Background: an optimization exercise with open tools, aiming at small area, a short achievable clock period and few clock cycles per item. Do not read the settings as production practice.
Function was checked by simulation only, so behaviour that the tests miss may differ from the original.
Power is estimated from default activity; no workload was simulated.

==> flow/design.v <==
`timescale 1ns / 1ps
`default_nettype none
package sse_pkg;
    localparam int DATA_W = 32;
    typedef struct packed {
        logic signed [DATA_W-1:0] value;
        logic                     is_last;
    } sse_in_t;
    typedef struct packed {
        logic signed [DATA_W-1:0] sorted_value;
        logic                     last_out;
        logic                     overflowed;
    } sse_out_t;
    typedef struct packed {
        logic insert;      
        logic close;       
        logic close_ovf;   
        logic advance;     
    } sse_cmd_t;
    typedef struct packed {
        logic full;            
        logic set_full;        
        logic full_next;
        logic set_full_next;
    } sse_status_t;
endpackage
`default_nettype wire
`timescale 1ns / 1ps
`default_nettype none
module sse_ctrl (
    input  wire logic                 aclk,
    input  wire logic                 aresetn,
    input  wire logic                 s_valid,
    input  wire sse_pkg::sse_in_t     s_data,
    output logic                      s_ready,
    input  wire sse_pkg::sse_status_t status,
    output sse_pkg::sse_cmd_t         cmd,
    output logic signed [sse_pkg::DATA_W-1:0] x_value,   
    output logic signed [sse_pkg::DATA_W-1:0] y_value    
);
    logic y_vld_reg, y_last_reg;
    logic x_vld_reg, x_last_reg;
    logic signed [sse_pkg::DATA_W-1:0] y_value_reg, x_value_reg;
    logic ovf_reg;         
    logic ready_reg;
    logic take, drop, x_leaves, x_vld_next, y_vld_next;
    assign drop         = x_vld_reg && status.set_full;
    assign cmd.insert   = x_vld_reg && !status.set_full && !status.full;
    assign x_leaves     = drop || cmd.insert;
    assign cmd.close    = x_leaves && x_last_reg;
    assign cmd.close_ovf = ovf_reg || drop;
    assign cmd.advance  = y_vld_reg && (!x_vld_reg || x_leaves);
    assign x_value      = x_value_reg;
    assign y_value      = ~y_value_reg;
    assign take       = s_valid && ready_reg;
    assign x_vld_next = cmd.advance || (x_vld_reg && !x_leaves);
    assign y_vld_next = take || (y_vld_reg && !cmd.advance);
    assign s_ready    = ready_reg;
    always_ff @(posedge aclk) begin
        if (take) begin
            y_value_reg <= ~s_data.value;
            y_last_reg  <= s_data.is_last;
        end
        if (cmd.advance) begin
            x_value_reg <= ~y_value_reg;
            x_last_reg  <= y_last_reg;
        end
    end
    always_ff @(posedge aclk) begin
        if (!aresetn) begin
            y_vld_reg <= 1'b0;
            x_vld_reg <= 1'b0;
            ovf_reg   <= 1'b0;
            ready_reg <= 1'b1;
        end else begin
            y_vld_reg <= y_vld_next;
            x_vld_reg <= x_vld_next;
            if (cmd.close) begin
                ovf_reg <= 1'b0;
            end else if (drop) begin
                ovf_reg <= 1'b1;
            end
            ready_reg <= !y_vld_next || !x_vld_next || status.set_full_next ||
                         !status.full_next;
        end
    end
endmodule
`default_nettype wire
`timescale 1ns / 1ps
`default_nettype none
module sse_datapath #(
    parameter int DEPTH = 32
) (
    input  wire logic                      aclk,
    input  wire logic                      aresetn,
    input  wire sse_pkg::sse_cmd_t         cmd,
    input  wire logic signed [sse_pkg::DATA_W-1:0] x_value,
    input  wire logic signed [sse_pkg::DATA_W-1:0] y_value,
    output sse_pkg::sse_status_t           status,
    output logic                           m_valid,
    input  wire logic                      m_ready,
    output sse_pkg::sse_out_t              m_data
);
    localparam int W  = sse_pkg::DATA_W;
    localparam int NC = DEPTH;
    logic signed [W-1:0] val_reg [NC];
    logic [NC-1:0] vld_reg, cur_reg, tag_reg, gt_reg;
    logic [W-1:0]  val_next [NC];
    logic [NC-1:0] vld_next, cur_next, tag_next, gt_next;
    logic [NC-1:0] gt_src;    
    logic tag_in_reg;      
    logic ovf_vld_reg;     
    logic ovf_tag_reg;     
    logic m_valid_reg;
    logic pop, ins, last_out;
    logic x_gt_y;          
    function automatic logic gt_s(input logic [W-1:0] a, input logic [W-1:0] b);
        logic [W-1:0] au, bu;
        logic [31:0] g0, p0;
        logic [15:0] g1, p1;
        logic [7:0]  g2, p2;
        logic [3:0]  g3, p3;
        logic [1:0]  g4, p4;
        au = {~a[W-1], a[W-2:0]};
        bu = {~b[W-1], b[W-2:0]};
        for (int k = 0; k < 32; k++) begin
            g0[k] = au[k] & ~bu[k];
            p0[k] = au[k] | ~bu[k];
        end
        for (int k = 0; k < 16; k++) begin
            g1[k] = g0[2*k+1] | (p0[2*k+1] & g0[2*k]);
            p1[k] = p0[2*k+1] & p0[2*k];
        end
        for (int k = 0; k < 8; k++) begin
            g2[k] = g1[2*k+1] | (p1[2*k+1] & g1[2*k]);
            p2[k] = p1[2*k+1] & p1[2*k];
        end
        for (int k = 0; k < 4; k++) begin
            g3[k] = g2[2*k+1] | (p2[2*k+1] & g2[2*k]);
            p3[k] = p2[2*k+1] & p2[2*k];
        end
        for (int k = 0; k < 2; k++) begin
            g4[k] = g3[2*k+1] | (p3[2*k+1] & g3[2*k]);
            p4[k] = p3[2*k+1] & p3[2*k];
        end
        gt_s = g4[1] | (p4[1] & g4[0]);
    endfunction
    logic [NC+1:0] c;
    logic [NC-1:0] s_l, s_h, s_r, s_x;
    assign c[0]    = 1'b0;
    assign c[NC+1] = 1'b1;
    for (genvar i = 0; i < NC; i++) begin : g_cmp
        assign c[i+1]    = !vld_reg[i] || (cur_reg[i] && gt_reg[i]);
        assign gt_src[i] = cmd.advance ? gt_s(val_reg[i], y_value) : gt_reg[i];
    end
    assign x_gt_y   = gt_s(x_value, y_value);
    assign pop      = m_valid_reg && m_ready;
    assign ins      = cmd.insert;
    assign last_out = !vld_reg[1] || (tag_reg[1] != tag_reg[0]);
    for (genvar i = 0; i < NC; i++) begin : g_cell
        assign s_l[i] = !pop && ins && c[i+1] && c[i];
        assign s_x[i] = ins && (pop ? (c[i+2] && !c[i+1]) : (c[i+1] && !c[i]));
        assign s_r[i] = pop && !(ins && c[i+2]);
        assign s_h[i] = ins ? (pop ? c[i+1] : !c[i+1]) : !pop;
        logic [W-1:0] v_l, v_r;
        logic         e_l, e_r;    
        logic         u_l, u_r, t_l, t_r, g_l, g_r;
        if (i > 0) begin : g_left
            assign v_l = val_reg[i-1];
            assign e_l = vld_reg[i-1];
            assign u_l = cur_reg[i-1];
            assign t_l = tag_reg[i-1];
            assign g_l = gt_src[i-1];
        end else begin : g_left0
            assign v_l = '0;
            assign e_l = 1'b0;
            assign u_l = 1'b0;
            assign t_l = 1'b0;
            assign g_l = 1'b0;
        end
        if (i < NC - 1) begin : g_right
            assign v_r = val_reg[i+1];
            assign e_r = vld_reg[i+1];
            assign u_r = cur_reg[i+1];
            assign t_r = tag_reg[i+1];
            assign g_r = gt_src[i+1];
        end else begin : g_rightn
            assign v_r = '0;
            assign e_r = 1'b0;
            assign u_r = 1'b0;
            assign t_r = 1'b0;
            assign g_r = 1'b0;
        end
        assign val_next[i] = ({W{s_l[i]}} & v_l) | ({W{s_h[i]}} & val_reg[i]) |
                             ({W{s_r[i]}} & v_r) | ({W{s_x[i]}} & x_value);
        assign vld_next[i] = (s_l[i] & e_l) | (s_h[i] & vld_reg[i]) | (s_r[i] & e_r) | s_x[i];
        assign cur_next[i] = !cmd.close &&
                             ((s_l[i] & u_l) | (s_h[i] & cur_reg[i]) | (s_r[i] & u_r) | s_x[i]);
        assign tag_next[i] = (s_l[i] & t_l) | (s_h[i] & tag_reg[i]) | (s_r[i] & t_r) |
                             (s_x[i] & tag_in_reg);
        assign gt_next[i]  = (s_l[i] & g_l) | (s_h[i] & gt_src[i]) | (s_r[i] & g_r) |
                             (s_x[i] & x_gt_y);
    end
    always_ff @(posedge aclk) begin
        for (int i = 0; i < NC; i++) begin
            val_reg[i] <= val_next[i];
        end
        tag_reg <= tag_next;
        gt_reg  <= gt_next;
    end
    always_ff @(posedge aclk) begin
        if (!aresetn) begin
            vld_reg     <= '0;
            cur_reg     <= '0;
            tag_in_reg  <= 1'b0;
            ovf_vld_reg <= 1'b0;
            ovf_tag_reg <= 1'b0;
            m_valid_reg <= 1'b0;
        end else begin
            vld_reg <= vld_next;
            cur_reg <= cur_next;
            if (cmd.close) begin
                tag_in_reg <= !tag_in_reg;
            end
            if (cmd.close && cmd.close_ovf) begin
                ovf_vld_reg <= 1'b1;
                ovf_tag_reg <= tag_in_reg;
            end else if (pop && last_out && (tag_reg[0] == ovf_tag_reg)) begin
                ovf_vld_reg <= 1'b0;
            end
            m_valid_reg <= vld_next[0] && !cur_next[0];
        end
    end
    assign status.full          = vld_reg[NC-1];
    assign status.set_full      = cur_reg[0] && vld_reg[DEPTH-1];
    assign status.full_next     = vld_next[NC-1];
    assign status.set_full_next = cur_next[0] && vld_next[DEPTH-1];
    assign m_valid              = m_valid_reg;
    assign m_data.sorted_value  = val_reg[0];
    assign m_data.last_out      = last_out;
    assign m_data.overflowed    = ovf_vld_reg && (tag_reg[0] == ovf_tag_reg);
endmodule
`default_nettype wire
`timescale 1ns / 1ps
`default_nettype none
module selection_sort_engine_core #(
    parameter int DEPTH = 32
) (
    input  wire logic              aclk,
    input  wire logic              aresetn,
    input  wire logic              s_valid,
    output logic                   s_ready,
    input  wire sse_pkg::sse_in_t  s_data,
    output logic                   m_valid,
    input  wire logic              m_ready,
    output sse_pkg::sse_out_t      m_data
);
    sse_pkg::sse_cmd_t    cmd;
    sse_pkg::sse_status_t status;
    logic signed [sse_pkg::DATA_W-1:0] x_value, y_value;
    sse_ctrl u_ctrl (
        .aclk    (aclk),
        .aresetn (aresetn),
        .s_valid (s_valid),
        .s_data  (s_data),
        .s_ready (s_ready),
        .status  (status),
        .cmd     (cmd),
        .x_value (x_value),
        .y_value (y_value)
    );
    sse_datapath #(
        .DEPTH (DEPTH)
    ) u_datapath (
        .aclk    (aclk),
        .aresetn (aresetn),
        .cmd     (cmd),
        .x_value (x_value),
        .y_value (y_value),
        .status  (status),
        .m_valid (m_valid),
        .m_ready (m_ready),
        .m_data  (m_data)
    );
endmodule
`default_nettype wire
==> flow/config.mk <==
export PLATFORM = sky130hd
export DESIGN_NAME = selection_sort_engine_core
export DESIGN_NICKNAME = selection_sort_engine_core
export VERILOG_FILES = /design/flow/design.v
export SDC_FILE = /design/flow/constraint.sdc
export NUM_CORES = 4
export LEC_CHECK = 0
export ABC_AREA = 1
export CAP_MARGIN = 20
export CORE_MARGIN = 2
export CORE_UTILIZATION = 50
export CTS_BUF_LIST = sky130_fd_sc_hd__clkbuf_8
export CTS_CLUSTER_SIZE = 16
export SETUP_SLACK_MARGIN = 2.0
export SLEW_MARGIN = 20
==> flow/constraint.sdc <==
create_clock -name core_clock -period 4.5 [get_ports {aclk}]
set_input_delay 0.9000 -clock core_clock [delete_from_list [all_inputs] [get_ports {aclk}]]
set_output_delay 0.9000 -clock core_clock [all_outputs]
set_load 0.01 [all_outputs]
run.sh (not shown) runs the stock make flow with config.mk's settings and CLKGATE_MAP_FILE= SYNTH_SCRIPT=/design/flow/synth_recipe.tcl, a recipe that flattens the netlist after the stock synthesis.
The starting point ran to the end with no violations.
Testbench counts at the start, summed over its fixed seeds: cycles 4,063, items 3,794.
Next try:
--- a/flow/design.v
+++ b/flow/design.v
@@ -109,12 +109,14 @@
     logic [NC-1:0] vld_next, cur_next, tag_next, gt_next;
     logic [NC-1:0] gt_src;    
     logic tag_in_reg;      
     logic ovf_vld_reg;     
     logic ovf_tag_reg;     
     logic m_valid_reg;
+    logic last_out_reg, ovf_out_reg;    
+    logic ovf_vld_next, ovf_tag_next;
     logic pop, ins, last_out;
     logic x_gt_y;          
     function automatic logic gt_s(input logic [W-1:0] a, input logic [W-1:0] b);
         logic [W-1:0] au, bu;
         logic [31:0] g0, p0;
         logic [15:0] g1, p1;
@@ -198,12 +200,26 @@
                              ((s_l[i] & u_l) | (s_h[i] & cur_reg[i]) | (s_r[i] & u_r) | s_x[i]);
         assign tag_next[i] = (s_l[i] & t_l) | (s_h[i] & tag_reg[i]) | (s_r[i] & t_r) |
                              (s_x[i] & tag_in_reg);
         assign gt_next[i]  = (s_l[i] & g_l) | (s_h[i] & gt_src[i]) | (s_r[i] & g_r) |
                              (s_x[i] & x_gt_y);
     end
+    always_comb begin
+        ovf_vld_next = ovf_vld_reg;
+        ovf_tag_next = ovf_tag_reg;
+        if (cmd.close && cmd.close_ovf) begin
+            ovf_vld_next = 1'b1;
+            ovf_tag_next = tag_in_reg;
+        end else if (pop && last_out && (tag_reg[0] == ovf_tag_reg)) begin
+            ovf_vld_next = 1'b0;
+        end
+    end
+    always_ff @(posedge aclk) begin
+        last_out_reg <= !vld_next[1] || (tag_next[1] != tag_next[0]);
+        ovf_out_reg  <= ovf_vld_next && (tag_next[0] == ovf_tag_next);
+    end
     always_ff @(posedge aclk) begin
         for (int i = 0; i < NC; i++) begin
             val_reg[i] <= val_next[i];
         end
         tag_reg <= tag_next;
         gt_reg  <= gt_next;
@@ -219,29 +235,25 @@
         end else begin
             vld_reg <= vld_next;
             cur_reg <= cur_next;
             if (cmd.close) begin
                 tag_in_reg <= !tag_in_reg;
             end
-            if (cmd.close && cmd.close_ovf) begin
-                ovf_vld_reg <= 1'b1;
-                ovf_tag_reg <= tag_in_reg;
-            end else if (pop && last_out && (tag_reg[0] == ovf_tag_reg)) begin
-                ovf_vld_reg <= 1'b0;
-            end
+            ovf_vld_reg <= ovf_vld_next;
+            ovf_tag_reg <= ovf_tag_next;
             m_valid_reg <= vld_next[0] && !cur_next[0];
         end
     end
     assign status.full          = vld_reg[NC-1];
     assign status.set_full      = cur_reg[0] && vld_reg[DEPTH-1];
     assign status.full_next     = vld_next[NC-1];
     assign status.set_full_next = cur_next[0] && vld_next[DEPTH-1];
     assign m_valid              = m_valid_reg;
     assign m_data.sorted_value  = val_reg[0];
-    assign m_data.last_out      = last_out;
-    assign m_data.overflowed    = ovf_vld_reg && (tag_reg[0] == ovf_tag_reg);
+    assign m_data.last_out      = last_out_reg;
+    assign m_data.overflowed    = ovf_out_reg;
 endmodule
 `default_nettype wire
 `timescale 1ns / 1ps
 `default_nettype none
 module selection_sort_engine_core #(
     parameter int DEPTH = 32
After rerunning:
- power is higher by a little under a tenth
- core utilization is higher by 0.47 points
- count of clock-buffer cells in the layout is higher by 10
- setup slack gains 0.012 ns
- worst hold slack gains 0.043 ns
- sequential cell count is higher by 2
- cell area is higher slightly
- register-to-register slack loses 0.03 ns
- sequential power is higher by a little under a tenth
Testbench counts after the change, summed over its fixed seeds: cycles 4,063, items 3,794.

Setup of the reference run:
selection_sort_engine_core, a different RTL version from the one above (not shown whole).
Size in the first run: roughly 1200 flip-flops, ~0.071 mm2 of cells after synthesis.
==> module sse_ctrl, before the edit <==
module sse_ctrl (
    input  wire logic                 aclk,
    input  wire logic                 aresetn,
    input  wire logic                 s_valid,
    input  wire sse_pkg::sse_in_t     s_data,
    output logic                      s_ready,
    input  wire sse_pkg::sse_status_t status,
    output sse_pkg::sse_cmd_t         cmd,
    output logic signed [sse_pkg::DATA_W-1:0] x_value,   
    output logic signed [sse_pkg::DATA_W-1:0] y_value    
);
    logic y_vld_reg, y_last_reg;
    logic x_vld_reg, x_last_reg;
    logic signed [sse_pkg::DATA_W-1:0] y_value_reg, x_value_reg;
    logic ovf_reg;         
    logic ready_reg;
    logic take, drop, room, ydrop, advance, x_vld_next, y_vld_next;
    assign drop          = x_vld_reg && status.set_full;
    assign cmd.insert    = x_vld_reg && !status.set_full;
    assign cmd.close     = x_vld_reg && x_last_reg;
    assign cmd.close_ovf = ovf_reg || drop;
    assign room          = !status.full && !(cmd.insert && status.full_m1);
    assign ydrop         = status.set_full && !cmd.close;
    assign advance       = y_vld_reg && (room || ydrop);
    assign x_value       = x_value_reg;
    assign y_value       = ~y_value_reg;
    assign take       = s_valid && ready_reg;
    assign x_vld_next = advance;
    assign y_vld_next = take || (y_vld_reg && !advance);
    assign s_ready    = ready_reg;
    always_ff @(posedge aclk) begin
        if (take) begin
            y_value_reg <= ~s_data.value;
            y_last_reg  <= s_data.is_last;
        end
        x_value_reg <= ~y_value_reg;
        x_last_reg  <= y_last_reg;
    end
    always_ff @(posedge aclk) begin
        if (!aresetn) begin
            y_vld_reg <= 1'b0;
            x_vld_reg <= 1'b0;
            ovf_reg   <= 1'b0;
            ready_reg <= 1'b1;
        end else begin
            y_vld_reg <= y_vld_next;
            x_vld_reg <= x_vld_next;
            if (cmd.close) begin
                ovf_reg <= 1'b0;
            end else if (drop) begin
                ovf_reg <= 1'b1;
            end
            ready_reg <= !y_vld_next ||
                         (!status.full_next &&
                          !(x_vld_next && !status.set_full_next && status.full_m1_next)) ||
                         (status.set_full_next && !(advance && y_last_reg));
        end
    end
endmodule
export LEC_CHECK = 0
export ABC_AREA = 1
export CAP_MARGIN = 20
export CORE_MARGIN = 2
export CORE_UTILIZATION = 50
export CTS_BUF_LIST = sky130_fd_sc_hd__clkbuf_8
export CTS_CLUSTER_SIZE = 16
export SETUP_SLACK_MARGIN = 2.0
export SLEW_MARGIN = 20
create_clock -name core_clock -period 4.5 [get_ports {aclk}]
Testbench counts of the reference run, summed over its fixed seeds: cycles 4,070, items 3,794.
For the trial run, these inputs were changed with respect to the reference run:
--- a/flow/design.v
+++ b/flow/design.v
@@ -60,14 +60,16 @@
     assign s_ready    = ready_reg;
     always_ff @(posedge aclk) begin
         if (take) begin
             y_value_reg <= ~s_data.value;
             y_last_reg  <= s_data.is_last;
         end
-        x_value_reg <= ~y_value_reg;
-        x_last_reg  <= y_last_reg;
+        if (advance) begin
+            x_value_reg <= ~y_value_reg;
+            x_last_reg  <= y_last_reg;
+        end
     end
     always_ff @(posedge aclk) begin
         if (!aresetn) begin
             y_vld_reg <= 1'b0;
             x_vld_reg <= 1'b0;
             ovf_reg   <= 1'b0;
[summary]
Between the trial run and the reference run, it is the trial run whose global-route met3 utilization is higher, by 3.6 points. Relative to the reference run, the final instance area of the trial run is higher by about 0.5%. Global-route wire length before repair in the trial run is about 5% higher than in the reference run. Routed wire in the trial run totals more than in the reference run. Fmax: the trial run above the reference run. [compare] base=the reference run new=the trial run: clock period minus worst slack down 0.043 ns, setup slack rose 0.043 ns, combinational fraction of design power stayed essentially flat, largest vdd supply drop increased by 0.000030 V relative to the old numbers. NOTE switching power the reference run->the trial run increased slightly. Compared with the reference run, the trial run shows a total power that is about 0.6% lower. Re total via count after detailed routing: the trial run is 1888 up on the reference run. Relative to the reference run, first-iteration DRC count increased by about 0.9% in the trial run. Measured against each other, the trial run and the reference run differ in sequential share of layout area, the higher figure coming from the trial run.
Testbench counts of the trial run, summed over its fixed seeds: cycles 4,070, items 3,794.

[static timing again, ports no longer ideal]
The flow's constraints put no driver on any port. The routed layouts listed below were extracted and timed again, unchanged, in two steps.
Step 1: set_driving_cell puts a clkbuf_16 on aclk and a buf_2 on each other input, an assumption about the parent block.
Step 2 times the ports against the registers' clock, not the clock port: input delays grow and output delays shrink by t, the midpoint of the rising clock arrivals with the driver on.
a / b / c = no drivers / after step 1 / after step 2; a / b = the first two.
| run | shift t [ns] | slack for setup (ns) | slew at the worst register clock pin (ns) |
|---|---|---|---|
| the first run of note 1 | 1.051 | 1.890 / 1.804 / 1.013 | 0.07 / 0.07 |
| the second run of note 1 | 1.071 | 1.902 / 1.902 / 1.002 | 0.07 / 0.07 |
| the reference run | 1.048 | 1.924 / 1.924 / 0.984 | 0.07 / 0.07 |
| the trial run | 1.076 | 1.967 / 1.941 / 0.986 | 0.08 / 0.08 |
After both steps setup and hold are still met in every run listed. For the trial run, which loses most, drivers alone change the setup slack by -0.026 ns; drivers and shift together by -0.981 ns.
